Background: an optimization exercise with open tools, aiming at small area and a short achievable clock period. Do not read the settings as production practice.
Only simulation tests tie the RTL to the original design; equivalence was not proved.
No activity file was given, so power comes from the tool's default toggle rates.

===== flow/config.mk =====
export PLATFORM = sky130hd
export DESIGN_NAME = dense2_argmax
export DESIGN_NICKNAME = dense2_argmax
export VERILOG_FILES = /design/flow/design.v
export SDC_FILE = /design/flow/constraint.sdc
export NUM_CORES = 4
export LEC_CHECK = 0
export ABC_AREA = 1
export CAP_MARGIN = 20
export CORE_MARGIN = 2
export CORE_UTILIZATION = 40
export CTS_BUF_LIST = sky130_fd_sc_hd__clkbuf_4 sky130_fd_sc_hd__clkbuf_8
export CTS_CLUSTER_DIAMETER = 60
export CTS_CLUSTER_SIZE = 14
export PLACE_DENSITY = 0.6
export SETUP_SLACK_MARGIN = 5
export SLEW_MARGIN = 20

===== flow/constraint.sdc =====
create_clock -name core_clock -period 11.0 [get_ports {clk}]
set_input_delay 2.2000 -clock core_clock [delete_from_list [all_inputs] [get_ports {clk}]]
set_output_delay 2.2000 -clock core_clock [all_outputs]
set_load 0.01 [all_outputs]

===== flow/design.v =====
package dense2_pkg;
  localparam int unsigned N_IN      = 120;
  localparam int unsigned N_OUT     = 10;
  localparam int unsigned DW        = 16;
  localparam int unsigned FRAC_BITS = 8;
  localparam int unsigned ACC_W     = 30;
  localparam int unsigned AW        = 7;
  localparam int unsigned IDX_W     = 4;
  localparam logic [DW-1:0] SAT_MAX = {1'b0, {(DW-1){1'b1}}};
  localparam logic [DW-1:0] SAT_MIN = {1'b1, {(DW-1){1'b0}}};
  localparam int unsigned N_ST       = 6;
  localparam int unsigned I_IDLE     = 0;
  localparam int unsigned I_ACCUM    = 1;
  localparam int unsigned I_BIAS_RD  = 2;
  localparam int unsigned I_BIAS_ADD = 3;
  localparam int unsigned I_OUT      = 4;
  localparam int unsigned I_CLASS    = 5;
endpackage
module dense2_neuron_acc
(
  input  logic          clk,
  input  logic          keep,
  input  logic          shift,
  input  logic [29:0]   nxt_s,
  input  logic [29:0]   nxt_c,
  input  logic [7:0]    one,
  input  logic [7:0]    two,
  input  logic [7:0]    neg,
  input  logic [15:0]   w,
  output logic [29:0]   s,
  output logic [29:0]   c
);
  logic [29:0] sn, cn;
  assign s = ~sn;
  assign c = ~cn;
  wire [29:0] sm = (s & {30{keep}}) | (nxt_s & {30{shift}});
  wire [29:0] cm = (c & {30{keep}}) | (nxt_c & {30{shift}});
  wire p1 = ((one[0] & w[0]) ^ neg[0]);
  wire p2 = (((one[0] & w[1]) | (two[0] & w[0])) ^ neg[0]);
  wire p3 = (((one[0] & w[2]) | (two[0] & w[1])) ^ neg[0]);
  wire p4 = (((one[0] & w[3]) | (two[0] & w[2])) ^ neg[0]);
  wire p5 = (((one[0] & w[4]) | (two[0] & w[3])) ^ neg[0]);
  wire p6 = (((one[0] & w[5]) | (two[0] & w[4])) ^ neg[0]);
  wire p7 = (((one[0] & w[6]) | (two[0] & w[5])) ^ neg[0]);
  wire p8 = (((one[0] & w[7]) | (two[0] & w[6])) ^ neg[0]);
  wire p9 = (((one[0] & w[8]) | (two[0] & w[7])) ^ neg[0]);
  wire p10 = (((one[0] & w[9]) | (two[0] & w[8])) ^ neg[0]);
  wire p11 = (((one[0] & w[10]) | (two[0] & w[9])) ^ neg[0]);
  wire p12 = (((one[0] & w[11]) | (two[0] & w[10])) ^ neg[0]);
  wire p13 = (((one[0] & w[12]) | (two[0] & w[11])) ^ neg[0]);
  wire p14 = (((one[0] & w[13]) | (two[0] & w[12])) ^ neg[0]);
  wire p15 = (((one[0] & w[14]) | (two[0] & w[13])) ^ neg[0]);
  wire p16 = (((one[0] & w[15]) | (two[0] & w[14])) ^ neg[0]);
  wire p17 = ~(((one[0] & w[15]) | (two[0] & w[15])) ^ neg[0]);
  wire p18 = ((one[1] & w[0]) ^ neg[1]);
  wire p19 = (((one[1] & w[1]) | (two[1] & w[0])) ^ neg[1]);
  wire p20 = (((one[1] & w[2]) | (two[1] & w[1])) ^ neg[1]);
  wire p21 = (((one[1] & w[3]) | (two[1] & w[2])) ^ neg[1]);
  wire p22 = (((one[1] & w[4]) | (two[1] & w[3])) ^ neg[1]);
  wire p23 = (((one[1] & w[5]) | (two[1] & w[4])) ^ neg[1]);
  wire p24 = (((one[1] & w[6]) | (two[1] & w[5])) ^ neg[1]);
  wire p25 = (((one[1] & w[7]) | (two[1] & w[6])) ^ neg[1]);
  wire p26 = (((one[1] & w[8]) | (two[1] & w[7])) ^ neg[1]);
  wire p27 = (((one[1] & w[9]) | (two[1] & w[8])) ^ neg[1]);
  wire p28 = (((one[1] & w[10]) | (two[1] & w[9])) ^ neg[1]);
  wire p29 = (((one[1] & w[11]) | (two[1] & w[10])) ^ neg[1]);
  wire p30 = (((one[1] & w[12]) | (two[1] & w[11])) ^ neg[1]);
  wire p31 = (((one[1] & w[13]) | (two[1] & w[12])) ^ neg[1]);
  wire p32 = (((one[1] & w[14]) | (two[1] & w[13])) ^ neg[1]);
  wire p33 = (((one[1] & w[15]) | (two[1] & w[14])) ^ neg[1]);
  wire p34 = ~(((one[1] & w[15]) | (two[1] & w[15])) ^ neg[1]);
  wire p35 = ((one[2] & w[0]) ^ neg[2]);
  wire p36 = (((one[2] & w[1]) | (two[2] & w[0])) ^ neg[2]);
  wire p37 = (((one[2] & w[2]) | (two[2] & w[1])) ^ neg[2]);
  wire p38 = (((one[2] & w[3]) | (two[2] & w[2])) ^ neg[2]);
  wire p39 = (((one[2] & w[4]) | (two[2] & w[3])) ^ neg[2]);
  wire p40 = (((one[2] & w[5]) | (two[2] & w[4])) ^ neg[2]);
  wire p41 = (((one[2] & w[6]) | (two[2] & w[5])) ^ neg[2]);
  wire p42 = (((one[2] & w[7]) | (two[2] & w[6])) ^ neg[2]);
  wire p43 = (((one[2] & w[8]) | (two[2] & w[7])) ^ neg[2]);
  wire p44 = (((one[2] & w[9]) | (two[2] & w[8])) ^ neg[2]);
  wire p45 = (((one[2] & w[10]) | (two[2] & w[9])) ^ neg[2]);
  wire p46 = (((one[2] & w[11]) | (two[2] & w[10])) ^ neg[2]);
  wire p47 = (((one[2] & w[12]) | (two[2] & w[11])) ^ neg[2]);
  wire p48 = (((one[2] & w[13]) | (two[2] & w[12])) ^ neg[2]);
  wire p49 = (((one[2] & w[14]) | (two[2] & w[13])) ^ neg[2]);
  wire p50 = (((one[2] & w[15]) | (two[2] & w[14])) ^ neg[2]);
  wire p51 = ~(((one[2] & w[15]) | (two[2] & w[15])) ^ neg[2]);
  wire p52 = ((one[3] & w[0]) ^ neg[3]);
  wire p53 = (((one[3] & w[1]) | (two[3] & w[0])) ^ neg[3]);
  wire p54 = (((one[3] & w[2]) | (two[3] & w[1])) ^ neg[3]);
  wire p55 = (((one[3] & w[3]) | (two[3] & w[2])) ^ neg[3]);
  wire p56 = (((one[3] & w[4]) | (two[3] & w[3])) ^ neg[3]);
  wire p57 = (((one[3] & w[5]) | (two[3] & w[4])) ^ neg[3]);
  wire p58 = (((one[3] & w[6]) | (two[3] & w[5])) ^ neg[3]);
  wire p59 = (((one[3] & w[7]) | (two[3] & w[6])) ^ neg[3]);
  wire p60 = (((one[3] & w[8]) | (two[3] & w[7])) ^ neg[3]);
  wire p61 = (((one[3] & w[9]) | (two[3] & w[8])) ^ neg[3]);
  wire p62 = (((one[3] & w[10]) | (two[3] & w[9])) ^ neg[3]);
  wire p63 = (((one[3] & w[11]) | (two[3] & w[10])) ^ neg[3]);
  wire p64 = (((one[3] & w[12]) | (two[3] & w[11])) ^ neg[3]);
  wire p65 = (((one[3] & w[13]) | (two[3] & w[12])) ^ neg[3]);
  wire p66 = (((one[3] & w[14]) | (two[3] & w[13])) ^ neg[3]);
  wire p67 = (((one[3] & w[15]) | (two[3] & w[14])) ^ neg[3]);
  wire p68 = ~(((one[3] & w[15]) | (two[3] & w[15])) ^ neg[3]);
  wire p69 = ((one[4] & w[0]) ^ neg[4]);
  wire p70 = (((one[4] & w[1]) | (two[4] & w[0])) ^ neg[4]);
  wire p71 = (((one[4] & w[2]) | (two[4] & w[1])) ^ neg[4]);
  wire p72 = (((one[4] & w[3]) | (two[4] & w[2])) ^ neg[4]);
  wire p73 = (((one[4] & w[4]) | (two[4] & w[3])) ^ neg[4]);
  wire p74 = (((one[4] & w[5]) | (two[4] & w[4])) ^ neg[4]);
  wire p75 = (((one[4] & w[6]) | (two[4] & w[5])) ^ neg[4]);
  wire p76 = (((one[4] & w[7]) | (two[4] & w[6])) ^ neg[4]);
  wire p77 = (((one[4] & w[8]) | (two[4] & w[7])) ^ neg[4]);
  wire p78 = (((one[4] & w[9]) | (two[4] & w[8])) ^ neg[4]);
  wire p79 = (((one[4] & w[10]) | (two[4] & w[9])) ^ neg[4]);
  wire p80 = (((one[4] & w[11]) | (two[4] & w[10])) ^ neg[4]);
  wire p81 = (((one[4] & w[12]) | (two[4] & w[11])) ^ neg[4]);
  wire p82 = (((one[4] & w[13]) | (two[4] & w[12])) ^ neg[4]);
  wire p83 = (((one[4] & w[14]) | (two[4] & w[13])) ^ neg[4]);
  wire p84 = (((one[4] & w[15]) | (two[4] & w[14])) ^ neg[4]);
  wire p85 = ~(((one[4] & w[15]) | (two[4] & w[15])) ^ neg[4]);
  wire p86 = ((one[5] & w[0]) ^ neg[5]);
  wire p87 = (((one[5] & w[1]) | (two[5] & w[0])) ^ neg[5]);
  wire p88 = (((one[5] & w[2]) | (two[5] & w[1])) ^ neg[5]);
  wire p89 = (((one[5] & w[3]) | (two[5] & w[2])) ^ neg[5]);
  wire p90 = (((one[5] & w[4]) | (two[5] & w[3])) ^ neg[5]);
  wire p91 = (((one[5] & w[5]) | (two[5] & w[4])) ^ neg[5]);
  wire p92 = (((one[5] & w[6]) | (two[5] & w[5])) ^ neg[5]);
  wire p93 = (((one[5] & w[7]) | (two[5] & w[6])) ^ neg[5]);
  wire p94 = (((one[5] & w[8]) | (two[5] & w[7])) ^ neg[5]);
  wire p95 = (((one[5] & w[9]) | (two[5] & w[8])) ^ neg[5]);
  wire p96 = (((one[5] & w[10]) | (two[5] & w[9])) ^ neg[5]);
  wire p97 = (((one[5] & w[11]) | (two[5] & w[10])) ^ neg[5]);
  wire p98 = (((one[5] & w[12]) | (two[5] & w[11])) ^ neg[5]);
  wire p99 = (((one[5] & w[13]) | (two[5] & w[12])) ^ neg[5]);
  wire p100 = (((one[5] & w[14]) | (two[5] & w[13])) ^ neg[5]);
  wire p101 = (((one[5] & w[15]) | (two[5] & w[14])) ^ neg[5]);
  wire p102 = ~(((one[5] & w[15]) | (two[5] & w[15])) ^ neg[5]);
  wire p103 = ((one[6] & w[0]) ^ neg[6]);
  wire p104 = (((one[6] & w[1]) | (two[6] & w[0])) ^ neg[6]);
  wire p105 = (((one[6] & w[2]) | (two[6] & w[1])) ^ neg[6]);
  wire p106 = (((one[6] & w[3]) | (two[6] & w[2])) ^ neg[6]);
  wire p107 = (((one[6] & w[4]) | (two[6] & w[3])) ^ neg[6]);
  wire p108 = (((one[6] & w[5]) | (two[6] & w[4])) ^ neg[6]);
  wire p109 = (((one[6] & w[6]) | (two[6] & w[5])) ^ neg[6]);
  wire p110 = (((one[6] & w[7]) | (two[6] & w[6])) ^ neg[6]);
  wire p111 = (((one[6] & w[8]) | (two[6] & w[7])) ^ neg[6]);
  wire p112 = (((one[6] & w[9]) | (two[6] & w[8])) ^ neg[6]);
  wire p113 = (((one[6] & w[10]) | (two[6] & w[9])) ^ neg[6]);
  wire p114 = (((one[6] & w[11]) | (two[6] & w[10])) ^ neg[6]);
  wire p115 = (((one[6] & w[12]) | (two[6] & w[11])) ^ neg[6]);
  wire p116 = (((one[6] & w[13]) | (two[6] & w[12])) ^ neg[6]);
  wire p117 = (((one[6] & w[14]) | (two[6] & w[13])) ^ neg[6]);
  wire p118 = (((one[6] & w[15]) | (two[6] & w[14])) ^ neg[6]);
  wire p119 = ~(((one[6] & w[15]) | (two[6] & w[15])) ^ neg[6]);
  wire p120 = ((one[7] & w[0]) ^ neg[7]);
  wire p121 = (((one[7] & w[1]) | (two[7] & w[0])) ^ neg[7]);
  wire p122 = (((one[7] & w[2]) | (two[7] & w[1])) ^ neg[7]);
  wire p123 = (((one[7] & w[3]) | (two[7] & w[2])) ^ neg[7]);
  wire p124 = (((one[7] & w[4]) | (two[7] & w[3])) ^ neg[7]);
  wire p125 = (((one[7] & w[5]) | (two[7] & w[4])) ^ neg[7]);
  wire p126 = (((one[7] & w[6]) | (two[7] & w[5])) ^ neg[7]);
  wire p127 = (((one[7] & w[7]) | (two[7] & w[6])) ^ neg[7]);
  wire p128 = (((one[7] & w[8]) | (two[7] & w[7])) ^ neg[7]);
  wire p129 = (((one[7] & w[9]) | (two[7] & w[8])) ^ neg[7]);
  wire p130 = (((one[7] & w[10]) | (two[7] & w[9])) ^ neg[7]);
  wire p131 = (((one[7] & w[11]) | (two[7] & w[10])) ^ neg[7]);
  wire p132 = (((one[7] & w[12]) | (two[7] & w[11])) ^ neg[7]);
  wire p133 = (((one[7] & w[13]) | (two[7] & w[12])) ^ neg[7]);
  wire p134 = (((one[7] & w[14]) | (two[7] & w[13])) ^ neg[7]);
  wire p135 = (((one[7] & w[15]) | (two[7] & w[14])) ^ neg[7]);
  wire p136 = ~(((one[7] & w[15]) | (two[7] & w[15])) ^ neg[7]);
  wire s137 = neg[1] ^ p3 ^ p18;
  wire c138 = (neg[1] & p3) | (neg[1] & p18) | (p3 & p18);
  wire s139 = p4 ^ p19 ^ c138;
  wire c140 = (p4 & p19) | (p4 & c138) | (p19 & c138);
  wire s141 = neg[2] ^ p5 ^ p20;
  wire c142 = (neg[2] & p5) | (neg[2] & p20) | (p5 & p20);
  wire s143 = p35 ^ s141 ^ c140;
  wire c144 = (p35 & s141) | (p35 & c140) | (s141 & c140);
  wire s145 = p6 ^ p21 ^ p36;
  wire c146 = (p6 & p21) | (p6 & p36) | (p21 & p36);
  wire s147 = c142 ^ s145 ^ c144;
  wire c148 = (c142 & s145) | (c142 & c144) | (s145 & c144);
  wire s149 = neg[3] ^ p7 ^ p22;
  wire c150 = (neg[3] & p7) | (neg[3] & p22) | (p7 & p22);
  wire s151 = p37 ^ p52 ^ c146;
  wire c152 = (p37 & p52) | (p37 & c146) | (p52 & c146);
  wire s153 = s149 ^ s151 ^ c148;
  wire c154 = (s149 & s151) | (s149 & c148) | (s151 & c148);
  wire s155 = p8 ^ p23 ^ p38;
  wire c156 = (p8 & p23) | (p8 & p38) | (p23 & p38);
  wire s157 = p53 ^ c150 ^ s155;
  wire c158 = (p53 & c150) | (p53 & s155) | (c150 & s155);
  wire s159 = c152 ^ s157;
  wire c160 = c152 & s157;
  wire s161 = sm[0] ^ cm[0] ^ neg[4];
  wire c162 = (sm[0] & cm[0]) | (sm[0] & neg[4]) | (cm[0] & neg[4]);
  wire s163 = s161 ^ p9 ^ p24;
  wire c164 = (s161 & p9) | (s161 & p24) | (p9 & p24);
  wire s165 = p39 ^ p54 ^ p69;
  wire c166 = (p39 & p54) | (p39 & p69) | (p54 & p69);
  wire s167 = c156 ^ s163 ^ s165;
  wire c168 = (c156 & s163) | (c156 & s165) | (s163 & s165);
  wire s169 = c158 ^ s167 ^ c160;
  wire c170 = (c158 & s167) | (c158 & c160) | (s167 & c160);
  wire s171 = sm[1] ^ cm[1] ^ c162;
  wire c172 = (sm[1] & cm[1]) | (sm[1] & c162) | (cm[1] & c162);
  wire s173 = p10 ^ p25 ^ p40;
  wire c174 = (p10 & p25) | (p10 & p40) | (p25 & p40);
  wire s175 = p55 ^ p70 ^ s171;
  wire c176 = (p55 & p70) | (p55 & s171) | (p70 & s171);
  wire s177 = c164 ^ c166 ^ s173;
  wire c178 = (c164 & c166) | (c164 & s173) | (c166 & s173);
  wire s179 = s175 ^ c168 ^ s177;
  wire c180 = (s175 & c168) | (s175 & s177) | (c168 & s177);
  wire s181 = sm[2] ^ cm[2] ^ neg[5];
  wire c182 = (sm[2] & cm[2]) | (sm[2] & neg[5]) | (cm[2] & neg[5]);
  wire s183 = s181 ^ p11 ^ p26;
  wire c184 = (s181 & p11) | (s181 & p26) | (p11 & p26);
  wire s185 = p41 ^ p56 ^ p71;
  wire c186 = (p41 & p56) | (p41 & p71) | (p56 & p71);
  wire s187 = p86 ^ c172 ^ c174;
  wire c188 = (p86 & c172) | (p86 & c174) | (c172 & c174);
  wire s189 = s183 ^ s185 ^ c176;
  wire c190 = (s183 & s185) | (s183 & c176) | (s185 & c176);
  wire s191 = s187 ^ c178 ^ s189;
  wire c192 = (s187 & c178) | (s187 & s189) | (c178 & s189);
  wire s193 = sm[3] ^ cm[3] ^ c182;
  wire c194 = (sm[3] & cm[3]) | (sm[3] & c182) | (cm[3] & c182);
  wire s195 = p12 ^ p27 ^ p42;
  wire c196 = (p12 & p27) | (p12 & p42) | (p27 & p42);
  wire s197 = p57 ^ p72 ^ p87;
  wire c198 = (p57 & p72) | (p57 & p87) | (p72 & p87);
  wire s199 = s193 ^ c184 ^ c186;
  wire c200 = (s193 & c184) | (s193 & c186) | (c184 & c186);
  wire s201 = s195 ^ s197 ^ c188;
  wire c202 = (s195 & s197) | (s195 & c188) | (s197 & c188);
  wire s203 = s199 ^ c190 ^ s201;
  wire c204 = (s199 & c190) | (s199 & s201) | (c190 & s201);
  wire s205 = sm[4] ^ cm[4] ^ neg[6];
  wire c206 = (sm[4] & cm[4]) | (sm[4] & neg[6]) | (cm[4] & neg[6]);
  wire s207 = s205 ^ p13 ^ p28;
  wire c208 = (s205 & p13) | (s205 & p28) | (p13 & p28);
  wire s209 = p43 ^ p58 ^ p73;
  wire c210 = (p43 & p58) | (p43 & p73) | (p58 & p73);
  wire s211 = p88 ^ p103 ^ c194;
  wire c212 = (p88 & p103) | (p88 & c194) | (p103 & c194);
  wire s213 = c196 ^ c198 ^ s207;
  wire c214 = (c196 & c198) | (c196 & s207) | (c198 & s207);
  wire s215 = s209 ^ s211 ^ c200;
  wire c216 = (s209 & s211) | (s209 & c200) | (s211 & c200);
  wire s217 = s213 ^ c202 ^ s215;
  wire c218 = (s213 & c202) | (s213 & s215) | (c202 & s215);
  wire s219 = sm[5] ^ cm[5] ^ c206;
  wire c220 = (sm[5] & cm[5]) | (sm[5] & c206) | (cm[5] & c206);
  wire s221 = p14 ^ p29 ^ p44;
  wire c222 = (p14 & p29) | (p14 & p44) | (p29 & p44);
  wire s223 = p59 ^ p74 ^ p89;
  wire c224 = (p59 & p74) | (p59 & p89) | (p74 & p89);
  wire s225 = p104 ^ s219 ^ c208;
  wire c226 = (p104 & s219) | (p104 & c208) | (s219 & c208);
  wire s227 = c210 ^ s221 ^ s223;
  wire c228 = (c210 & s221) | (c210 & s223) | (s221 & s223);
  wire s229 = c212 ^ s225 ^ c214;
  wire c230 = (c212 & s225) | (c212 & c214) | (s225 & c214);
  wire s231 = s227 ^ c216 ^ s229;
  wire c232 = (s227 & c216) | (s227 & s229) | (c216 & s229);
  wire s233 = sm[6] ^ cm[6] ^ neg[7];
  wire c234 = (sm[6] & cm[6]) | (sm[6] & neg[7]) | (cm[6] & neg[7]);
  wire s235 = s233 ^ p15 ^ p30;
  wire c236 = (s233 & p15) | (s233 & p30) | (p15 & p30);
  wire s237 = p45 ^ p60 ^ p75;
  wire c238 = (p45 & p60) | (p45 & p75) | (p60 & p75);
  wire s239 = p90 ^ p105 ^ p120;
  wire c240 = (p90 & p105) | (p90 & p120) | (p105 & p120);
  wire s241 = c220 ^ c222 ^ c224;
  wire c242 = (c220 & c222) | (c220 & c224) | (c222 & c224);
  wire s243 = s235 ^ s237 ^ s239;
  wire c244 = (s235 & s237) | (s235 & s239) | (s237 & s239);
  wire s245 = c226 ^ s241 ^ c228;
  wire c246 = (c226 & s241) | (c226 & c228) | (s241 & c228);
  wire s247 = s243 ^ c230 ^ s245;
  wire c248 = (s243 & c230) | (s243 & s245) | (c230 & s245);
  wire s249 = sm[7] ^ cm[7] ^ c234;
  wire c250 = (sm[7] & cm[7]) | (sm[7] & c234) | (cm[7] & c234);
  wire s251 = p16 ^ p31 ^ p46;
  wire c252 = (p16 & p31) | (p16 & p46) | (p31 & p46);
  wire s253 = p61 ^ p76 ^ p91;
  wire c254 = (p61 & p76) | (p61 & p91) | (p76 & p91);
  wire s255 = p106 ^ p121 ^ s249;
  wire c256 = (p106 & p121) | (p106 & s249) | (p121 & s249);
  wire s257 = c236 ^ c238 ^ c240;
  wire c258 = (c236 & c238) | (c236 & c240) | (c238 & c240);
  wire s259 = s251 ^ s253 ^ c242;
  wire c260 = (s251 & s253) | (s251 & c242) | (s253 & c242);
  wire s261 = s255 ^ s257 ^ c244;
  wire c262 = (s255 & s257) | (s255 & c244) | (s257 & c244);
  wire s263 = c246 ^ s259 ^ s261;
  wire c264 = (c246 & s259) | (c246 & s261) | (s259 & s261);
  wire s265 = 1'b1 ^ sm[8] ^ cm[8];
  wire c266 = (1'b1 & sm[8]) | (1'b1 & cm[8]) | (sm[8] & cm[8]);
  wire s267 = s265 ^ p17 ^ p32;
  wire c268 = (s265 & p17) | (s265 & p32) | (p17 & p32);
  wire s269 = p47 ^ p62 ^ p77;
  wire c270 = (p47 & p62) | (p47 & p77) | (p62 & p77);
  wire s271 = p92 ^ p107 ^ p122;
  wire c272 = (p92 & p107) | (p92 & p122) | (p107 & p122);
  wire s273 = c250 ^ c252 ^ c254;
  wire c274 = (c250 & c252) | (c250 & c254) | (c252 & c254);
  wire s275 = s267 ^ s269 ^ s271;
  wire c276 = (s267 & s269) | (s267 & s271) | (s269 & s271);
  wire s277 = c256 ^ c258 ^ s273;
  wire c278 = (c256 & c258) | (c256 & s273) | (c258 & s273);
  wire s279 = s275 ^ c260 ^ c262;
  wire c280 = (s275 & c260) | (s275 & c262) | (c260 & c262);
  wire s281 = s277 ^ c264 ^ s279;
  wire c282 = (s277 & c264) | (s277 & s279) | (c264 & s279);
  wire s283 = 1'b1 ^ sm[9] ^ cm[9];
  wire c284 = (1'b1 & sm[9]) | (1'b1 & cm[9]) | (sm[9] & cm[9]);
  wire s285 = c266 ^ s283 ^ p33;
  wire c286 = (c266 & s283) | (c266 & p33) | (s283 & p33);
  wire s287 = p48 ^ p63 ^ p78;
  wire c288 = (p48 & p63) | (p48 & p78) | (p63 & p78);
  wire s289 = p93 ^ p108 ^ p123;
  wire c290 = (p93 & p108) | (p93 & p123) | (p108 & p123);
  wire s291 = c268 ^ c270 ^ c272;
  wire c292 = (c268 & c270) | (c268 & c272) | (c270 & c272);
  wire s293 = s285 ^ s287 ^ s289;
  wire c294 = (s285 & s287) | (s285 & s289) | (s287 & s289);
  wire s295 = c274 ^ s291 ^ c276;
  wire c296 = (c274 & s291) | (c274 & c276) | (s291 & c276);
  wire s297 = s293 ^ c278 ^ s295;
  wire c298 = (s293 & c278) | (s293 & s295) | (c278 & s295);
  wire s299 = c280 ^ s297 ^ c282;
  wire c300 = (c280 & s297) | (c280 & c282) | (s297 & c282);
  wire s301 = sm[10] ^ cm[10] ^ c284;
  wire c302 = (sm[10] & cm[10]) | (sm[10] & c284) | (cm[10] & c284);
  wire s303 = p34 ^ p49 ^ p64;
  wire c304 = (p34 & p49) | (p34 & p64) | (p49 & p64);
  wire s305 = p79 ^ p94 ^ p109;
  wire c306 = (p79 & p94) | (p79 & p109) | (p94 & p109);
  wire s307 = p124 ^ s301 ^ c286;
  wire c308 = (p124 & s301) | (p124 & c286) | (s301 & c286);
  wire s309 = c288 ^ c290 ^ s303;
  wire c310 = (c288 & c290) | (c288 & s303) | (c290 & s303);
  wire s311 = s305 ^ c292 ^ s307;
  wire c312 = (s305 & c292) | (s305 & s307) | (c292 & s307);
  wire s313 = c294 ^ s309 ^ c296;
  wire c314 = (c294 & s309) | (c294 & c296) | (s309 & c296);
  wire s315 = s311 ^ c298 ^ s313;
  wire c316 = (s311 & c298) | (s311 & s313) | (c298 & s313);
  wire s317 = 1'b1 ^ sm[11] ^ cm[11];
  wire c318 = (1'b1 & sm[11]) | (1'b1 & cm[11]) | (sm[11] & cm[11]);
  wire s319 = s317 ^ p50 ^ p65;
  wire c320 = (s317 & p50) | (s317 & p65) | (p50 & p65);
  wire s321 = p80 ^ p95 ^ p110;
  wire c322 = (p80 & p95) | (p80 & p110) | (p95 & p110);
  wire s323 = p125 ^ c302 ^ c304;
  wire c324 = (p125 & c302) | (p125 & c304) | (c302 & c304);
  wire s325 = c306 ^ s319 ^ s321;
  wire c326 = (c306 & s319) | (c306 & s321) | (s319 & s321);
  wire s327 = c308 ^ s323 ^ c310;
  wire c328 = (c308 & s323) | (c308 & c310) | (s323 & c310);
  wire s329 = s325 ^ c312 ^ s327;
  wire c330 = (s325 & c312) | (s325 & s327) | (c312 & s327);
  wire s331 = c314 ^ s329 ^ c316;
  wire c332 = (c314 & s329) | (c314 & c316) | (s329 & c316);
  wire s333 = sm[12] ^ cm[12] ^ c318;
  wire c334 = (sm[12] & cm[12]) | (sm[12] & c318) | (cm[12] & c318);
  wire s335 = p51 ^ p66 ^ p81;
  wire c336 = (p51 & p66) | (p51 & p81) | (p66 & p81);
  wire s337 = p96 ^ p111 ^ p126;
  wire c338 = (p96 & p111) | (p96 & p126) | (p111 & p126);
  wire s339 = s333 ^ c320 ^ c322;
  wire c340 = (s333 & c320) | (s333 & c322) | (c320 & c322);
  wire s341 = s335 ^ s337 ^ c324;
  wire c342 = (s335 & s337) | (s335 & c324) | (s337 & c324);
  wire s343 = s339 ^ c326 ^ c328;
  wire c344 = (s339 & c326) | (s339 & c328) | (c326 & c328);
  wire s345 = s341 ^ c330 ^ s343;
  wire c346 = (s341 & c330) | (s341 & s343) | (c330 & s343);
  wire s347 = 1'b1 ^ sm[13] ^ cm[13];
  wire c348 = (1'b1 & sm[13]) | (1'b1 & cm[13]) | (sm[13] & cm[13]);
  wire s349 = s347 ^ p67 ^ p82;
  wire c350 = (s347 & p67) | (s347 & p82) | (p67 & p82);
  wire s351 = p97 ^ p112 ^ p127;
  wire c352 = (p97 & p112) | (p97 & p127) | (p112 & p127);
  wire s353 = c334 ^ c336 ^ c338;
  wire c354 = (c334 & c336) | (c334 & c338) | (c336 & c338);
  wire s355 = s349 ^ s351 ^ c340;
  wire c356 = (s349 & s351) | (s349 & c340) | (s351 & c340);
  wire s357 = s353 ^ c342 ^ s355;
  wire c358 = (s353 & c342) | (s353 & s355) | (c342 & s355);
  wire s359 = c344 ^ s357 ^ c346;
  wire c360 = (c344 & s357) | (c344 & c346) | (s357 & c346);
  wire s361 = sm[14] ^ cm[14] ^ c348;
  wire c362 = (sm[14] & cm[14]) | (sm[14] & c348) | (cm[14] & c348);
  wire s363 = p68 ^ p83 ^ p98;
  wire c364 = (p68 & p83) | (p68 & p98) | (p83 & p98);
  wire s365 = p113 ^ p128 ^ s361;
  wire c366 = (p113 & p128) | (p113 & s361) | (p128 & s361);
  wire s367 = c350 ^ c352 ^ s363;
  wire c368 = (c350 & c352) | (c350 & s363) | (c352 & s363);
  wire s369 = s365 ^ c354 ^ s367;
  wire c370 = (s365 & c354) | (s365 & s367) | (c354 & s367);
  wire s371 = c356 ^ s369 ^ c358;
  wire c372 = (c356 & s369) | (c356 & c358) | (s369 & c358);
  wire s373 = 1'b1 ^ sm[15] ^ cm[15];
  wire c374 = (1'b1 & sm[15]) | (1'b1 & cm[15]) | (sm[15] & cm[15]);
  wire s375 = s373 ^ p84 ^ p99;
  wire c376 = (s373 & p84) | (s373 & p99) | (p84 & p99);
  wire s377 = p114 ^ p129 ^ c362;
  wire c378 = (p114 & p129) | (p114 & c362) | (p129 & c362);
  wire s379 = c364 ^ s375 ^ c366;
  wire c380 = (c364 & s375) | (c364 & c366) | (s375 & c366);
  wire s381 = s377 ^ c368 ^ s379;
  wire c382 = (s377 & c368) | (s377 & s379) | (c368 & s379);
  wire s383 = c370 ^ s381 ^ c372;
  wire c384 = (c370 & s381) | (c370 & c372) | (s381 & c372);
  wire s385 = sm[16] ^ cm[16] ^ c374;
  wire c386 = (sm[16] & cm[16]) | (sm[16] & c374) | (cm[16] & c374);
  wire s387 = p85 ^ p100 ^ p115;
  wire c388 = (p85 & p100) | (p85 & p115) | (p100 & p115);
  wire s389 = p130 ^ s385 ^ c376;
  wire c390 = (p130 & s385) | (p130 & c376) | (s385 & c376);
  wire s391 = s387 ^ c378 ^ s389;
  wire c392 = (s387 & c378) | (s387 & s389) | (c378 & s389);
  wire s393 = c380 ^ s391 ^ c382;
  wire c394 = (c380 & s391) | (c380 & c382) | (s391 & c382);
  wire s395 = 1'b1 ^ sm[17] ^ cm[17];
  wire c396 = (1'b1 & sm[17]) | (1'b1 & cm[17]) | (sm[17] & cm[17]);
  wire s397 = s395 ^ p101 ^ p116;
  wire c398 = (s395 & p101) | (s395 & p116) | (p101 & p116);
  wire s399 = p131 ^ c386 ^ c388;
  wire c400 = (p131 & c386) | (p131 & c388) | (c386 & c388);
  wire s401 = s397 ^ c390 ^ s399;
  wire c402 = (s397 & c390) | (s397 & s399) | (c390 & s399);
  wire s403 = c392 ^ s401 ^ c394;
  wire c404 = (c392 & s401) | (c392 & c394) | (s401 & c394);
  wire s405 = sm[18] ^ cm[18] ^ c396;
  wire c406 = (sm[18] & cm[18]) | (sm[18] & c396) | (cm[18] & c396);
  wire s407 = p102 ^ p117 ^ p132;
  wire c408 = (p102 & p117) | (p102 & p132) | (p117 & p132);
  wire s409 = s405 ^ c398 ^ s407;
  wire c410 = (s405 & c398) | (s405 & s407) | (c398 & s407);
  wire s411 = c400 ^ s409 ^ c402;
  wire c412 = (c400 & s409) | (c400 & c402) | (s409 & c402);
  wire s413 = 1'b1 ^ sm[19] ^ cm[19];
  wire c414 = (1'b1 & sm[19]) | (1'b1 & cm[19]) | (sm[19] & cm[19]);
  wire s415 = s413 ^ p118 ^ p133;
  wire c416 = (s413 & p118) | (s413 & p133) | (p118 & p133);
  wire s417 = c406 ^ c408 ^ s415;
  wire c418 = (c406 & c408) | (c406 & s415) | (c408 & s415);
  wire s419 = c410 ^ s417 ^ c412;
  wire c420 = (c410 & s417) | (c410 & c412) | (s417 & c412);
  wire s421 = sm[20] ^ cm[20] ^ c414;
  wire c422 = (sm[20] & cm[20]) | (sm[20] & c414) | (cm[20] & c414);
  wire s423 = p119 ^ p134 ^ s421;
  wire c424 = (p119 & p134) | (p119 & s421) | (p134 & s421);
  wire s425 = c416 ^ s423 ^ c418;
  wire c426 = (c416 & s423) | (c416 & c418) | (s423 & c418);
  wire s427 = 1'b1 ^ sm[21] ^ cm[21];
  wire c428 = (1'b1 & sm[21]) | (1'b1 & cm[21]) | (sm[21] & cm[21]);
  wire s429 = s427 ^ p135 ^ c422;
  wire c430 = (s427 & p135) | (s427 & c422) | (p135 & c422);
  wire s431 = c424 ^ s429 ^ c426;
  wire c432 = (c424 & s429) | (c424 & c426) | (s429 & c426);
  wire s433 = sm[22] ^ cm[22] ^ c428;
  wire c434 = (sm[22] & cm[22]) | (sm[22] & c428) | (cm[22] & c428);
  wire s435 = p136 ^ s433 ^ c430;
  wire c436 = (p136 & s433) | (p136 & c430) | (s433 & c430);
  wire s437 = 1'b1 ^ sm[23] ^ cm[23];
  wire c438 = (1'b1 & sm[23]) | (1'b1 & cm[23]) | (sm[23] & cm[23]);
  wire s439 = s437 ^ c434 ^ c436;
  wire c440 = (s437 & c434) | (s437 & c436) | (c434 & c436);
  wire s441 = 1'b1 ^ sm[24] ^ cm[24];
  wire c442 = (1'b1 & sm[24]) | (1'b1 & cm[24]) | (sm[24] & cm[24]);
  wire s443 = c438 ^ s441;
  wire c444 = c438 & s441;
  wire s445 = 1'b1 ^ sm[25] ^ cm[25];
  wire c446 = (1'b1 & sm[25]) | (1'b1 & cm[25]) | (sm[25] & cm[25]);
  wire s447 = c442 ^ s445 ^ c444;
  wire c448 = (c442 & s445) | (c442 & c444) | (s445 & c444);
  wire s449 = 1'b1 ^ sm[26] ^ cm[26];
  wire c450 = (1'b1 & sm[26]) | (1'b1 & cm[26]) | (sm[26] & cm[26]);
  wire s451 = c446 ^ s449 ^ c448;
  wire c452 = (c446 & s449) | (c446 & c448) | (s449 & c448);
  wire s453 = 1'b1 ^ sm[27] ^ cm[27];
  wire c454 = (1'b1 & sm[27]) | (1'b1 & cm[27]) | (sm[27] & cm[27]);
  wire s455 = c450 ^ s453 ^ c452;
  wire c456 = (c450 & s453) | (c450 & c452) | (s453 & c452);
  wire s457 = 1'b1 ^ sm[28] ^ cm[28];
  wire c458 = (1'b1 & sm[28]) | (1'b1 & cm[28]) | (sm[28] & cm[28]);
  wire s459 = c454 ^ s457 ^ c456;
  wire c460 = (c454 & s457) | (c454 & c456) | (s457 & c456);
  wire s461 = 1'b1 ^ sm[29] ^ cm[29];
  wire c462 = (1'b1 & sm[29]) | (1'b1 & cm[29]) | (sm[29] & cm[29]);
  wire s463 = c458 ^ s461 ^ c460;
  wire c464 = (c458 & s461) | (c458 & c460) | (s461 & c460);
  wire [8:0] low_sum = {1'b0, c154, s153, s147, s143, s139, s137, p2, p1} + {1'b0, s159, 1'b0, 1'b0, 1'b0, 1'b0, 1'b0, 1'b0, neg[0]};
  always_ff @(posedge clk) begin
    sn <= ~{s463, s459, s455, s451, s447, c440, s439, c432, s431, c420, s419, c404, s403, c384, s383, c360, s359, c332, s331, c300, s299, s281, c248, c232, c218, c204, c192, c180, c170, s169};
    cn <= ~{1'b0, 1'b0, 1'b0, 1'b0, 1'b0, s443, 1'b0, s435, 1'b0, s425, 1'b0, s411, 1'b0, s393, 1'b0, s371, 1'b0, s345, 1'b0, s315, 1'b0, 1'b0, s263, s247, s231, s217, s203, s191, s179, low_sum[8]};
  end
endmodule
module dense2_argmax
(
  input  logic                clk,
  input  logic                rst,
  input  logic                in_valid,
  input  logic                frame_start_in,
  input  logic                frame_end_in,
  input  logic [dense2_pkg::DW-1:0]       dense_input,
  output logic                rom_en,
  output logic [dense2_pkg::AW-1:0]       rom_addr,
  input  logic [dense2_pkg::N_OUT*dense2_pkg::DW-1:0] rom_data,
  output logic                out_valid,
  output logic                frame_start_out,
  output logic                frame_end_out,
  output logic [dense2_pkg::DW-1:0]       logit_out,
  output logic                class_valid,
  output logic [dense2_pkg::IDX_W-1:0]    class_idx,
  output logic                err
);
  localparam int unsigned W = dense2_pkg::ACC_W;
  logic [dense2_pkg::N_ST-1:0]   state;
  logic [dense2_pkg::N_ST-1:0]   state_n;
  logic [dense2_pkg::AW-1:0]     cnt;
  logic              clear;
  logic              take;
  logic              err_c;
  logic              keep_q;
  logic [dense2_pkg::IDX_W-1:0]  out_k;
  logic [dense2_pkg::DW-1:0]     best_val;
  logic [dense2_pkg::IDX_W-1:0]  best_idx;
  logic [W-1:0]      acc_s [dense2_pkg::N_OUT];
  logic [W-1:0]      acc_c [dense2_pkg::N_OUT];
  logic st_idle, st_accum, st_bias_rd, st_bias_add, st_out, st_class;
  assign st_idle     = state[dense2_pkg::I_IDLE];
  assign st_accum    = state[dense2_pkg::I_ACCUM];
  assign st_bias_rd  = state[dense2_pkg::I_BIAS_RD];
  assign st_bias_add = state[dense2_pkg::I_BIAS_ADD];
  assign st_out      = state[dense2_pkg::I_OUT];
  assign st_class    = state[dense2_pkg::I_CLASS];
  logic [dense2_pkg::DW-1:0] sample_n;
  logic [7:0] b_one_n, b_two_n, b_neg_n;
  logic [7:0] b_one, b_two, b_neg;
  logic load_x;
  assign load_x = in_valid && (st_idle || st_accum);
  always_comb begin
    if (load_x) begin
      sample_n = dense_input;
    end else if (st_bias_rd) begin
      sample_n = dense2_pkg::DW'(1 << dense2_pkg::FRAC_BITS);
    end else begin
      sample_n = '0;
    end
    for (int k = 0; k < 8; k++) begin
      logic x0, x1, x2;
      x0 = (k == 0) ? 1'b0 : sample_n[2*k-1];
      x1 = sample_n[2*k];
      x2 = sample_n[2*k+1];
      b_one_n[k] = x1 ^ x0;
      b_two_n[k] = (x2 & ~x1 & ~x0) | (~x2 & x1 & x0);
      b_neg_n[k] = x2;
    end
  end
  for (genvar k = 0; k < dense2_pkg::N_OUT; k++) begin : g_neuron
    dense2_neuron_acc u_acc (
      .clk     (clk),
      .keep    (keep_q),
      .shift   (st_out),
      .nxt_s   ((k == dense2_pkg::N_OUT - 1) ? '0 : acc_s[(k + 1) % dense2_pkg::N_OUT]),
      .nxt_c   ((k == dense2_pkg::N_OUT - 1) ? '0 : acc_c[(k + 1) % dense2_pkg::N_OUT]),
      .one     (b_one),
      .two     (b_two),
      .neg     (b_neg),
      .w       (rom_data[k*dense2_pkg::DW +: dense2_pkg::DW]),
      .s       (acc_s[k]),
      .c       (acc_c[k])
    );
  end
  logic start_ok;    
  logic last_idx;    
  logic in_frame;    
  assign start_ok = in_valid && frame_start_in && !frame_end_in;
  assign last_idx = (cnt == dense2_pkg::AW'(dense2_pkg::N_IN - 1));
  assign in_frame = st_accum && in_valid && !frame_start_in;
  assign take   = (st_idle && start_ok) || (st_accum && in_valid);
  assign clear  = in_valid && frame_start_in && ((st_idle && !frame_end_in) || st_accum);
  assign rom_en = !rst && (take || st_bias_rd);
  always_comb begin
    rom_addr = '0;
    if (!rst && in_frame) begin
      rom_addr = cnt;
    end else if (!rst && st_bias_rd) begin
      rom_addr = dense2_pkg::AW'(dense2_pkg::N_IN);
    end
  end
  assign err_c = (st_idle && in_valid && frame_start_in && frame_end_in)
              || (st_accum && in_valid && (frame_start_in || (frame_end_in != last_idx)))
              || (!st_idle && !st_accum && in_valid);
  always_comb begin
    state_n = '0;
    state_n[dense2_pkg::I_IDLE]     = (st_idle && !start_ok)
                                   || (in_frame && (frame_end_in ? !last_idx : last_idx))
                                   || st_class;
    state_n[dense2_pkg::I_ACCUM]    = (st_idle && start_ok)
                                   || (st_accum && !(in_frame && (frame_end_in || last_idx)));
    state_n[dense2_pkg::I_BIAS_RD]  = in_frame && frame_end_in && last_idx;
    state_n[dense2_pkg::I_BIAS_ADD] = st_bias_rd;
    state_n[dense2_pkg::I_OUT]      = st_bias_add
                                   || (st_out && (out_k != dense2_pkg::IDX_W'(dense2_pkg::N_OUT - 1)));
    state_n[dense2_pkg::I_CLASS]    = st_out && (out_k == dense2_pkg::IDX_W'(dense2_pkg::N_OUT - 1));
  end
  logic [W-1:0]  sel_sum;
  logic [dense2_pkg::DW-1:0] logit_c;
  assign sel_sum = acc_s[0] + acc_c[0];
  assign logit_c = (sel_sum[W-1:dense2_pkg::DW-1] == {(W-dense2_pkg::DW+1){sel_sum[W-1]}})
                 ? sel_sum[dense2_pkg::DW-1:0]
                 : (sel_sum[W-1] ? dense2_pkg::SAT_MIN : dense2_pkg::SAT_MAX);
  logic              better;
  logic [dense2_pkg::IDX_W-1:0]  cur_idx;
  assign better  = frame_start_out || ($signed(logit_out) > $signed(best_val));
  assign cur_idx = out_k - dense2_pkg::IDX_W'(1);
  always_ff @(posedge clk) begin
    if (rst) begin
      state           <= dense2_pkg::N_ST'(1) << dense2_pkg::I_IDLE;
      keep_q          <= 1'b0;
      out_valid       <= 1'b0;
      frame_start_out <= 1'b0;
      frame_end_out   <= 1'b0;
      logit_out       <= '0;
      class_valid     <= 1'b0;
      class_idx       <= '0;
      err             <= 1'b0;
    end else begin
      state           <= state_n;
      keep_q          <= !clear && !state_n[dense2_pkg::I_OUT];
      err             <= err_c;
      out_valid       <= st_out;
      frame_start_out <= st_out && (out_k == '0);
      frame_end_out   <= st_out && (out_k == dense2_pkg::IDX_W'(dense2_pkg::N_OUT - 1));
      if (st_out) begin
        logit_out <= logit_c;
      end
      class_valid     <= st_class;
      if (st_class) begin
        class_idx <= better ? cur_idx : best_idx;
      end
    end
  end
  always_ff @(posedge clk) begin
    if (clear) begin
      cnt <= dense2_pkg::AW'(1);
    end else if (in_valid) begin
      cnt <= cnt + dense2_pkg::AW'(1);    
    end
    b_one <= b_one_n;
    b_two <= b_two_n;
    b_neg <= b_neg_n;
    if (st_bias_add) begin
      out_k <= '0;
    end else if (st_out) begin
      out_k <= out_k + dense2_pkg::IDX_W'(1);
    end
    if (out_valid && better) begin
      best_val <= logit_out;
      best_idx <= cur_idx;
    end
  end
endmodule

===== flow/flow/run.sh =====
#!/bin/bash
# The standard layout (standard.sh: unchanged synthesis, floorplan, place,
# CTS, route) with three changes:
#  - repair_timing aims for 5.8 ns of setup slack at the design's 11 ns clock;
#  - ports are buffered with buf_2 cells instead of the default delay cells;
#  - after synthesis, invpush.py removes inverters between full-adder cells by
#    flipping adders (a full adder is self-dual), leaving registers, ports and
#    all other cells as synthesis made them.
# Each tool's output goes to a log here; ORFS keeps its step logs under orfs/logs.
set -euo pipefail
sed 's/SETUP_SLACK_MARGIN=[0-9.]*/SETUP_SLACK_MARGIN=5.8 "BUFFER_PORTS_ARGS=-buffer_cell sky130_fd_sc_hd__buf_2"/' standard.sh > standard_margin.sh
grep -q 'SETUP_SLACK_MARGIN=5.8 "BUFFER_PORTS_ARGS' standard_margin.sh
bash standard_margin.sh synth > synth.log 2>&1
NET=orfs/results/sky130hd/dense2_argmax/base/1_2_yosys.v
cp "$NET" 1_2_yosys.standard.v
python3 flow/invpush.py 1_2_yosys.standard.v "$NET" > invpush.log 2>&1
touch "$NET"
bash standard_margin.sh > standard.log 2>&1

===== flow/flow/invpush.py =====
#!/usr/bin/env python3
"""Remove inverters around full adders in a flat Yosys netlist of sky130hd cells.

A full adder is self-dual: FA(~a, ~b, ~c) = (~sum, ~cout). Synthesis often
leaves inverters between adder cells; this flips adders (feeding them the
complement of their inputs, so their outputs carry the complement) where that
lowers the number of inverters, then re-inserts one inverter per net whose
complement is still needed. Registers, ports and all other cells are kept.

usage: invpush.py IN.v OUT.v
"""
import re
import sys

OUTPINS = {"X", "Y", "Q", "Q_N", "SUM", "COUT", "HI", "LO"}
INV = re.compile(r"sky130_fd_sc_hd__inv_\d+$")
FA = re.compile(r"sky130_fd_sc_hd__fa_\d+$")
XOR = re.compile(r"sky130_fd_sc_hd__x(n?)or2_(\d+)$")

src = re.sub(r"\(\*.*?\*\)", "", open(sys.argv[1]).read())
m_first = re.search(r"^\s*sky130_fd_sc_hd__\w+\s", src, re.M)
head = src[:m_first.start()]
tail_i = src.rindex("endmodule")
body = src[m_first.start():tail_i]
tail = src[tail_i:]
if re.search(r"^\s*assign\s", body, re.M) or re.search(r"^\s*assign\s", head, re.M):
    sys.exit("assign statements not supported")

inst_re = re.compile(r"\s*(sky130_fd_sc_hd__\w+)\s+(\\\S+\s|\S+)\s*\((.*?)\);\s*", re.S)
pin_re = re.compile(r"\.(\w+)\(\s*(\\\S+\s|[^()\s]+)\s*\)")
insts = []
pos = 0
while pos < len(body):
    m = inst_re.match(body, pos)
    if not m:
        sys.exit("parse error at: " + body[pos:pos + 200])
    pins = [(p, n.strip()) for p, n in pin_re.findall(m.group(3))]
    insts.append([m.group(1), m.group(2).strip(), pins])
    pos = m.end()

# ports
ports_out = set()
ports_in = set()
for kind, rng, names in re.findall(r"^\s*(input|output)\s+(\[\d+:\d+\]\s+)?([^;]+);", head, re.M):
    for nm in names.split(","):
        nm = nm.strip()
        if rng:
            hi, lo = map(int, re.findall(r"\d+", rng))
            bits = [f"{nm}[{i}]" for i in range(min(hi, lo), max(hi, lo) + 1)]
        else:
            bits = [nm]
        (ports_out if kind == "output" else ports_in).update(bits)

driver = {}
for idx, (typ, name, pins) in enumerate(insts):
    for p, n in pins:
        if p in OUTPINS:
            driver[n] = (idx, p)

def is_inv(idx):
    return INV.match(insts[idx][0]) is not None

# inverters kept as they are: those driving output ports
keep_inv = set()
for idx, (typ, name, pins) in enumerate(insts):
    if is_inv(idx):
        y = dict(pins)["Y"]
        if y in ports_out:
            keep_inv.add(idx)

def root(n):
    par = 0
    seen = 0
    while n in driver and is_inv(driver[n][0]) and driver[n][0] not in keep_inv:
        n = dict(insts[driver[n][0]][2])["A"]
        par ^= 1
        seen += 1
        if seen > 1000:
            sys.exit("inverter loop")
    return n, par

# loads: (inst idx, pin index) -> (root, parity); only non-removed cells
removed = {i for i in range(len(insts)) if is_inv(i) and i not in keep_inv}
loads = []          # [idx, pin_i, root, parity]
for idx, (typ, name, pins) in enumerate(insts):
    if idx in removed:
        continue
    for pi, (p, n) in enumerate(pins):
        if p in OUTPINS or not re.match(r"^(\\\S+|[A-Za-z_][\w$]*(\[\d+\])?)$", n):
            continue
        r, par = root(n)
        loads.append([idx, pi, r, par])
for n in ports_out:
    if n in driver and driver[n][0] in removed:
        sys.exit("port driven by removable inverter: " + n)

fa_idx = [i for i in range(len(insts)) if FA.match(insts[i][0]) or XOR.match(insts[i][0])]
is_fa = {i: FA.match(insts[i][0]) is not None for i in fa_idx}
# FAs whose outputs are ports cannot flip
noflip = set()
for i in fa_idx:
    for p, n in insts[i][2]:
        if p in OUTPINS and n in ports_out:
            noflip.add(i)
flip = {}
out_of = {}   # root net -> driving FA idx (if FA)
for i in fa_idx:
    for p, n in insts[i][2]:
        if p in OUTPINS:
            out_of[n] = i

loads_by_root = {}
loads_by_inst = {}
for L in loads:
    loads_by_root.setdefault(L[2], []).append(L)
    loads_by_inst.setdefault(L[0], []).append(L)

def need(L):
    own = flip.get(L[0], 0) if FA.match(insts[L[0]][0]) else 0
    return L[3] ^ own ^ flip.get(out_of.get(L[2], -1), 0)

cnt = {r: sum(need(L) for L in Ls) for r, Ls in loads_by_root.items()}
def cost():
    return sum(1 for r in cnt if cnt[r] > 0)

def delta(i):
    ch = {}
    for L in (loads_by_inst.get(i, []) if is_fa[i] else []):
        ch[L[2]] = ch.get(L[2], 0) + (1 - 2 * need(L))
    outs = [n for p, n in insts[i][2] if p in OUTPINS]
    for n in outs:
        for L in loads_by_root.get(n, []):
            if L[0] == i:
                continue
            ch[n] = ch.get(n, 0) + (1 - 2 * need(L))
    d = 0
    for r, c in ch.items():
        before = cnt[r] > 0
        after = cnt[r] + c > 0
        d += int(after) - int(before)
    return d, ch

c0 = cost()
# Start from a polarity that satisfies as many adder-to-adder connections as a
# breadth-first walk over them allows, then improve greedily.
if "--nobfs" not in sys.argv:
    fa_set = set(fa_idx) - noflip
    adj = {i: [] for i in fa_set}
    for L in loads:
        g = out_of.get(L[2], -1)
        if L[0] in fa_set and g in fa_set and g != L[0] and is_fa[L[0]]:
            adj[L[0]].append((g, L[3]))
            adj[g].append((L[0], L[3]))
    seen = set()
    from collections import deque
    for s0 in fa_idx:
        if s0 not in fa_set or s0 in seen:
            continue
        seen.add(s0)
        flip[s0] = 0
        dq = deque([s0])
        while dq:
            u = dq.popleft()
            for v, p in adj[u]:
                if v not in seen:
                    seen.add(v)
                    flip[v] = flip.get(u, 0) ^ p
                    dq.append(v)
    cnt = {r: sum(need(L) for L in Ls) for r, Ls in loads_by_root.items()}
    print(f"after walk: {cost()} (from {c0})", file=sys.stderr)
changed = True
rounds = 0
while changed and rounds < 50:
    changed = False
    rounds += 1
    for i in fa_idx:
        if i in noflip:
            continue
        d, ch = delta(i)
        if d < 0:
            flip[i] = flip.get(i, 0) ^ 1
            for r, c in ch.items():
                cnt[r] += c
            changed = True
# Flip whole groups of adders joined by adder-to-adder connections when that helps.
if "--nobfs" not in sys.argv:
    comp = {}
    for s0 in fa_idx:
        if s0 not in fa_set or s0 in comp:
            continue
        comp[s0] = s0
        stack = [s0]
        while stack:
            u = stack.pop()
            for v, p in adj[u]:
                if v not in comp:
                    comp[v] = s0
                    stack.append(v)
    groups = {}
    for i, g in comp.items():
        groups.setdefault(g, []).append(i)
    def gdelta(members):
        ms = set(members)
        affected = set()
        for i in members:
            if is_fa[i]:
                for L in loads_by_inst.get(i, []):
                    affected.add(L[2])
            for p, n in insts[i][2]:
                if p in OUTPINS:
                    affected.add(n)
        before = {r: cnt[r] for r in affected}
        for i in members:
            flip[i] = flip.get(i, 0) ^ 1
        after = {r: sum(need(L) for L in loads_by_root.get(r, [])) for r in affected}
        d = sum(int(after[r] > 0) - int(before[r] > 0) for r in affected)
        return d, after
    for it in range(3):
        improved = False
        for g, members in groups.items():
            if len(members) < 2:
                continue
            d, after = gdelta(members)
            if d < 0:
                cnt.update(after)
                improved = True
            else:
                for i in members:
                    flip[i] = flip.get(i, 0) ^ 1
        changed = True
        rounds2 = 0
        while changed and rounds2 < 50:
            changed = False
            rounds2 += 1
            for i in fa_idx:
                if i in noflip:
                    continue
                d, ch = delta(i)
                if d < 0:
                    flip[i] = flip.get(i, 0) ^ 1
                    for r, c in ch.items():
                        cnt[r] += c
                    changed = True
                    improved = True
        if not improved:
            break
    print(f"groups: {len(groups)}, largest {max(len(m) for m in groups.values())}", file=sys.stderr)
c1 = cost()
assert c1 == sum(1 for r, Ls in loads_by_root.items() if any(need(L) for L in Ls))

# rebuild: a flipped xor becomes an xnor and vice versa
for i in fa_idx:
    m = XOR.match(insts[i][0])
    if m and flip.get(i, 0):
        insts[i][0] = f"sky130_fd_sc_hd__{'xor' if m.group(1) else 'xnor'}2_{m.group(2)}"
        outpin = "X" if m.group(1) else "Y"   # xor2 drives X, xnor2 drives Y
        insts[i][2] = [(outpin if p in ("X", "Y") else p, n) for p, n in insts[i][2]]
# rebuild
inv_net = {}
new_insts = []
k = 0
for r, Ls in loads_by_root.items():
    if any(need(L) for L in Ls):
        k += 1
        nn = f"_ipush_n{k}_"
        inv_net[r] = nn
        new_insts.append(["sky130_fd_sc_hd__inv_1", f"_ipush_i{k}_", [("A", r), ("Y", nn)]])
for L in loads:
    idx, pi, r, par = L
    p, _ = insts[idx][2][pi]
    insts[idx][2][pi] = (p, inv_net[r] if need(L) else r)

def fmt(n):
    return n + " " if n.startswith("\\") else n

out = [head]
for idx, (typ, name, pins) in enumerate(insts + new_insts):
    if idx < len(insts) and idx in removed:
        continue
    out.append(f"  {typ} {fmt(name)} (\n" + ",\n".join(f"    .{p}({fmt(n)})" for p, n in pins) + "\n  );\n")
decl = "".join(f"  wire {n};\n" for n in inv_net.values())
text = "".join(out)
text = text.replace(head, head + decl, 1)
open(sys.argv[2], "w").write(text + tail)
print(f"inverters: {len(removed) + len(keep_inv)} before, {len(keep_inv) + len(inv_net)} after; "
      f"{sum(flip.values())} of {len(fa_idx)} adders flipped; rounds {rounds}", file=sys.stderr)

===== flow/standard.sh =====
#!/bin/bash
# synth_recipe.tcl (not shown) runs the flow's synth.tcl, then flattens the netlist and writes it again
# the make line also repeats each setting of config.mk as NAME=value (left out here)
make -C /OpenROAD-flow-scripts/flow DESIGN_CONFIG=/design/flow/config.mk WORK_HOME=/design/flow/orfs CLKGATE_MAP_FILE= SYNTH_SCRIPT=/design/flow/synth_recipe.tcl "${@:-finish}"

==> impl_metrics.ini, run 1 <==
[run_status]
status = finished clean

[sta]
timing.setup.tns_ps = 0
fin_skew_ps = 56.5
finalWorstSetupSlack_ps = 5840
rsz0062_at_grt = yes
worst_slew_pin_slew_ps = 1190
drv_slew = 0
finalHoldViolCount = 0
fin_crit_sh_pct = 46.9
layout_min_cycle_time_ps = 5160
slew_headroom_pct = 20.4
setup_viol = 0
fmaxAchievable_mhz = 194

[critical_path]
crit_required_ps = 8800
setup.worst_path.start = in_valid
worstReg2RegStart = b_one[3]
critical_path_class = in -> out
cp_max_fo = 7
startpoint_type = input pin
crit_path_frequent_cell = nand2_4
worstPathArrival_ps = 2960
cpPeakStageDelay_ps = 180
cp_slowest_cell = nor2_4
cp-end-kind = primary output
worstPathCellList = buf_4 > nand2_4 > nor2_4 > nand2_4 > o21ai_0 > buf_2

[floorplanning]
coreArea_um2 = 181000
die_y_um = 430
initial_utilization_pct = 40.2
die_x_um = 430
ios = 214
rows = 156
dieArea_um2 = 185000

[min_path]
hold_start = logit_out[0]
hold_class = reg -> reg

[placed_design]
place.gp.congestion = 0.937
hpwl_um = 170000
portBuffers = 213
placed_area_um2 = 77400
dp.cells = 9377
pre_cts_ws_ps = 4970

[grt]
grt_pass1_wl_um = 391000
first_global_vias = 63755
grt_antenna_before_repair = 9
grt-ovfl-total = 0
grt_max_degree = 171
grt_util_all_layers_pct = 27.5

[final_layout]
post-route-util_pct = 44.3
layout.cells.non_filler = 9565
layout-area-overhead-vs-synth_pct = 10.0
final_cell_mix = o22ai_1 (1436), fa_1 (1094), xor2_1 (1006)
final_nets = 8830
fin_area_um2 = 80000
drive_gt1_share_pct = 17.2
fillCellCount = 17134
register_area_um2 = 11200
final_common_cell = o22ai_1
multiInputGateArea_um2 = 57900

[power]
peakVddDrop_v = 0.000118
powerDensity_nw_per_um2 = 280
power.leakage_nw = 27.8

[clock_tree]
htreeDepth = 3
worst_skew_pair.late_latency_ps = 880
cts_made_buffers = 85
cts_tree = yes
root_buffer = clkbuf_8
clockBufferDepth = 3
path_clk_slew_ps = 80
cts_sinks = 546

[run]
maxCapViolCount = 0

[yosys]
syn_area_per_cell_um2 = 9.83
synthCells = 7398
ys_warn_count = 4
synth_area_um2 = 72700
synthesis.nets = 9108

[routing]
wl_um = 256000
via_count = 58238
ant_nets = 0
wl_per_cell_um = 26.8
drc_errors = 0
dr.pass1.iters = 5
dr.first_iter.drc_count = 5190
viasPerCell = 6.09
## per-layer routing
layer / share of wire (%) / global-route usage (%)
met1: 38 / 34.1
met2: 48 / 46.6
met3: 8.6 / 4.64
met4: 5.2 / 13.0
met5: 0.021 / 0
## registers in the layout (all words and copies together), names as in the netlist, 6 cells and up
signal	count
logit_out	16
g_neuron.u_acc.sn	300
b_one	8
b_neg	8
cnt	7
best_val	16
g_neuron.u_acc.cn	160
state	6
b_two	8
## worst max-delay path: cells and delay by family
kind	cells	cell delay (ps)
buf+inv	2	280
simple gates	3	330
compound gates	1	140
## per-stage QoR
stage / hold WS [ps] / power [W]
6_report: 460 / 0.0224
5_1_grt: 476 / 0.0251
4_1_cts: 466 / 0.0225
3_5_place_dp: 433 / 0.0203
3_3_place_gp: 435 / 0.0195
2_1_floorplan: 438 / 0.0160
## path summary, 6_finish.rpt
kind	slack, ps	cells after the start	endpoint
worst max-delay path	5840	6	rom_addr[5]
worst min-delay path	460	0	best_val[0]
worst max register to register	5890	11	g_neuron[9].u_acc.sn[9]
worst min register to register	460	0	best_val[0]
## repair_timing
item                       4_1_cts  5_1_grt
setup endpoints to repair      119       50
pin swaps                        0        2
resized for setup               31       27
gates cloned                     0        2
hold buffers                     0        0
buffers inserted                 0       24
## layout make-up
cell class / count / area share [%]
multi-input combinational: 5368 / 72.4
sequential: 546 / 13.9
inverter: 806 / 4.74
tap: 2370 / 3.71
timing repair buffer: 313 / 2.61
clock buffer: 101 / 1.68
clock inverter: 56 / 0.857
antenna: 5 / 0.0156
## power by group
group          total (W)  switching (W)  internal [W]
clock            0.00218        0.00110       0.00108
sequential       0.00425       0.000851       0.00340
combinational     0.0160        0.00867       0.00729
total             0.0224         0.0106        0.0118
==> run 2: changes to the inputs <==
--- a/flow/config.mk
+++ b/flow/config.mk
@@ -10,8 +10,6 @@
 export CORE_MARGIN = 2
 export CORE_UTILIZATION = 40
 export CTS_BUF_LIST = sky130_fd_sc_hd__clkbuf_4 sky130_fd_sc_hd__clkbuf_8
-export CTS_CLUSTER_DIAMETER = 60
-export CTS_CLUSTER_SIZE = 14
 export PLACE_DENSITY = 0.6
 export SETUP_SLACK_MARGIN = 5
 export SLEW_MARGIN = 20
==> run 2 against run 1 <==
Net effect: power grew 1.8%; setup slack lost 11 ps; via count grew 0.30%; sequential power is essentially flat; critical path type is now reg -> reg; largest cell class unchanged.
==> impl_metrics.ini, run 2 <==
[final_layout]
final_common_cell = o22ai_1
regMostFlops = g_neuron.u_acc.sn
register_area_um2 = 11200
final_cell_mix = o22ai_1 (1436), fa_1 (1094), xor2_1 (1006)
fin_area_um2 = 80500
multiInputGateArea_um2 = 57900
largest_reg_flops = 300
drive_gt1_share_pct = 17.6
fillCellCount = 17055
final_nets = 8840
post-route-util_pct = 44.5
layout-area-overhead-vs-synth_pct = 10.7
largest_registers = g_neuron.u_acc.sn x300, g_neuron.u_acc.cn x160

[yosys]
synthesis.nets = 9108
ys_warn_count = 4
syn_area_per_cell_um2 = 9.83
synthCells = 7398
synth_area_um2 = 72700

[min_path]
hold_start = logit_out[0]
min_path_cells = 0
min_to = best_val[0]
hold_class = reg -> reg

[clock_tree]
path_clk_slew_ps = 60
clockBufferDepth = 3
root_buffer = clkbuf_8
cts_sinks = 546
cts_tree = yes
hold_buffers = 0
worst_skew_pair.late_latency_ps = 890
htreeDepth = 3
cts_made_buffers = 111

[sta]
setup_viol = 0
layout_min_cycle_time_ps = 5170
fmaxAchievable_mhz = 194
finalWorstSetupSlack_ps = 5830
rsz0062_at_grt = yes
fin_skew_ps = 33.5
finalHoldViolCount = 0
slew_headroom_pct = 19.4
drv_slew = 0
worst_slew_pin_slew_ps = 1210
fin_crit_sh_pct = 47.0
timing.setup.tns_ps = 0

[grt]
grt_antenna_before_repair = 8
grt-ovfl-total = 0
grt_util_all_layers_pct = 27.6
grt_pass1_wl_um = 392000
grt_max_degree = 171
first_global_vias = 64061

[placed_design]
placed_area_um2 = 77400
hpwl_um = 170000
place.gp.congestion = 0.937
pre_cts_ws_ps = 4970
portBuffers = 213

[floorplanning]
initial_utilization_pct = 40.2
ios = 214
rows = 156
die_y_um = 430
dieArea_um2 = 185000
die_x_um = 430
coreArea_um2 = 181000

[critical_path]
crit_required_ps = 11810
worstPathArrival_ps = 5980
cp_max_fo = 60
worstReg2RegStart = b_neg[4]
reg2reg_slack_ps = 5830
r2r-end = g_neuron[9].u_acc.sn[9]
critical_path_class = reg -> reg
startpoint_type = register
reg2reg_depth = 10
cp-end-kind = register

[power]
peakVddDrop_v = 0.000120
finalPower_w = 0.0228
power.leakage_nw = 28.1
powerDensity_nw_per_um2 = 283

[routing]
wl_per_cell_um = 26.8
ant_nets = 0
topRoutingLayerUsed = met5
dr_wl_met2_um = 125000
dr.pass1.iters = 8
wl_um = 257000
wl_met3_um = 22100
drc_errors = 0
met1_length_um = 97300
viasPerCell = 6.09
dr.first_iter.drc_count = 5197
via_count = 58414

[run_status]
status = finished clean

[run]
maxCapViolCount = 0
==> run 2: cell types whose count changed in the layout (fill, tap and decap cells not counted), moves of 3 or more <==
| cell | before | now |
|---|---|---|
| buf_4 | 72 | 59 |
| inv_6 | 25 | 13 |
| clkbuf_8 | 94 | 147 |
| clkinv_4 | 3 | 0 |
| clkinv_1 | 1 | 4 |
| clkinv_2 | 7 | 19 |
| clkbuf_4 | 7 | 22 |
| clkinvlp_4 | 155 | 146 |
| inv_8 | 12 | 3 |
==> run 2: metal layers <==
| layer | track usage (%) | up-vias |
|---|---|---|
| met5 | 0 | - |
| met3 | 4.72 | 840 |
| met2 | 46.8 | 3269 |
| li1 | - | 24097 |
| met1 | 34.3 | 30204 |
| met4 | 13.2 | 4 |
==> run 2: per-stage QoR <==
step | cells | hold WS, ps
2_1_floorplan | 7398 | 438
3_3_place_gp | 9377 | 435
3_5_place_dp | 9377 | 433
4_1_cts | 9586 | 451
5_1_grt | 9598 | 461
6_report | 9598 | 447
==> run 2: worst max path at each step <==
stage                   from                       end  cells past startpoint
2_1_floorplan  rom_data[141]  g_neuron[8].u_acc.sn[11]                     10
3_3_place_gp    rom_data[29]   g_neuron[1].u_acc.sn[9]                     10
3_5_place_dp    rom_data[29]   g_neuron[1].u_acc.sn[9]                     10
4_1_cts             in_valid               rom_addr[5]                      7
5_1_grt             b_one[6]   g_neuron[8].u_acc.sn[9]                     11
6_report            b_neg[4]   g_neuron[9].u_acc.sn[9]                     10
==> run 2: power by group <==
| part | switching (W) | internal [W] |
|---|---|---|
| combinational | 0.00867 | 0.00728 |
| sequential | 0.000852 | 0.00341 |
| clock | 0.00110 | 0.00149 |
==> run 2: layout make-up <==
cell class	count	area share, %
antenna	3	0.00933
inverter	806	4.71
sequential	546	13.9
tap	2370	3.69
timing repair buffer	297	2.42
clock buffer	169	2.72
clock inverter	39	0.588
multi-input combinational	5368	72.0
==> run 2: worst max-delay path: stages, from the launching register on <==
cell	delay, ps
dfxtp_4	530
inv_12	540
buf_6	540
buf_6	520
xor2_1	180
fa_2	400
fa_1	490
fa_2	430
fa_1	490
fa_2	360
fa_2	530
==> run 2: repair_timing <==
item	in CTS	in global routing
buffers inserted	1	7
pin swaps	0	2
cloned	0	2
endpoints found under the hold margin	0	0
gates resized for setup	30	26
setup endpoints to repair	120	50

## separate check: timing with driven ports
No port has a modelled driver above. Below, the same layouts with a new extraction and two added sets of constraints. Step 1, drivers: a clkbuf_16 drives clk and a buf_2 each remaining input, both assumed. Step 2 adds t to the input delays and takes it off the output delays; t is the mean of the earliest and latest rising clock arrival at the registers after step 1. Input paths then give back, and output paths get back, about the clock's delay inside the block. a / b / c = ideal ports / drivers / drivers and shift; a / b = the first two.
| run | t, ns | setup slack, ns | latest minus earliest clock arrival (ns) |
|---|---|---|---|
| run 1 | 0.923 | 5.843 / 5.806 / 4.971 | 0.071 / 0.072 |
| run 2 | 0.953 | 5.832 / 5.806 / 4.940 | 0.037 / 0.037 |
After both steps setup and hold are still met in every run listed. For run 2, which loses most, drivers alone change the setup slack by -0.026 ns; drivers and shift together by -0.892 ns.
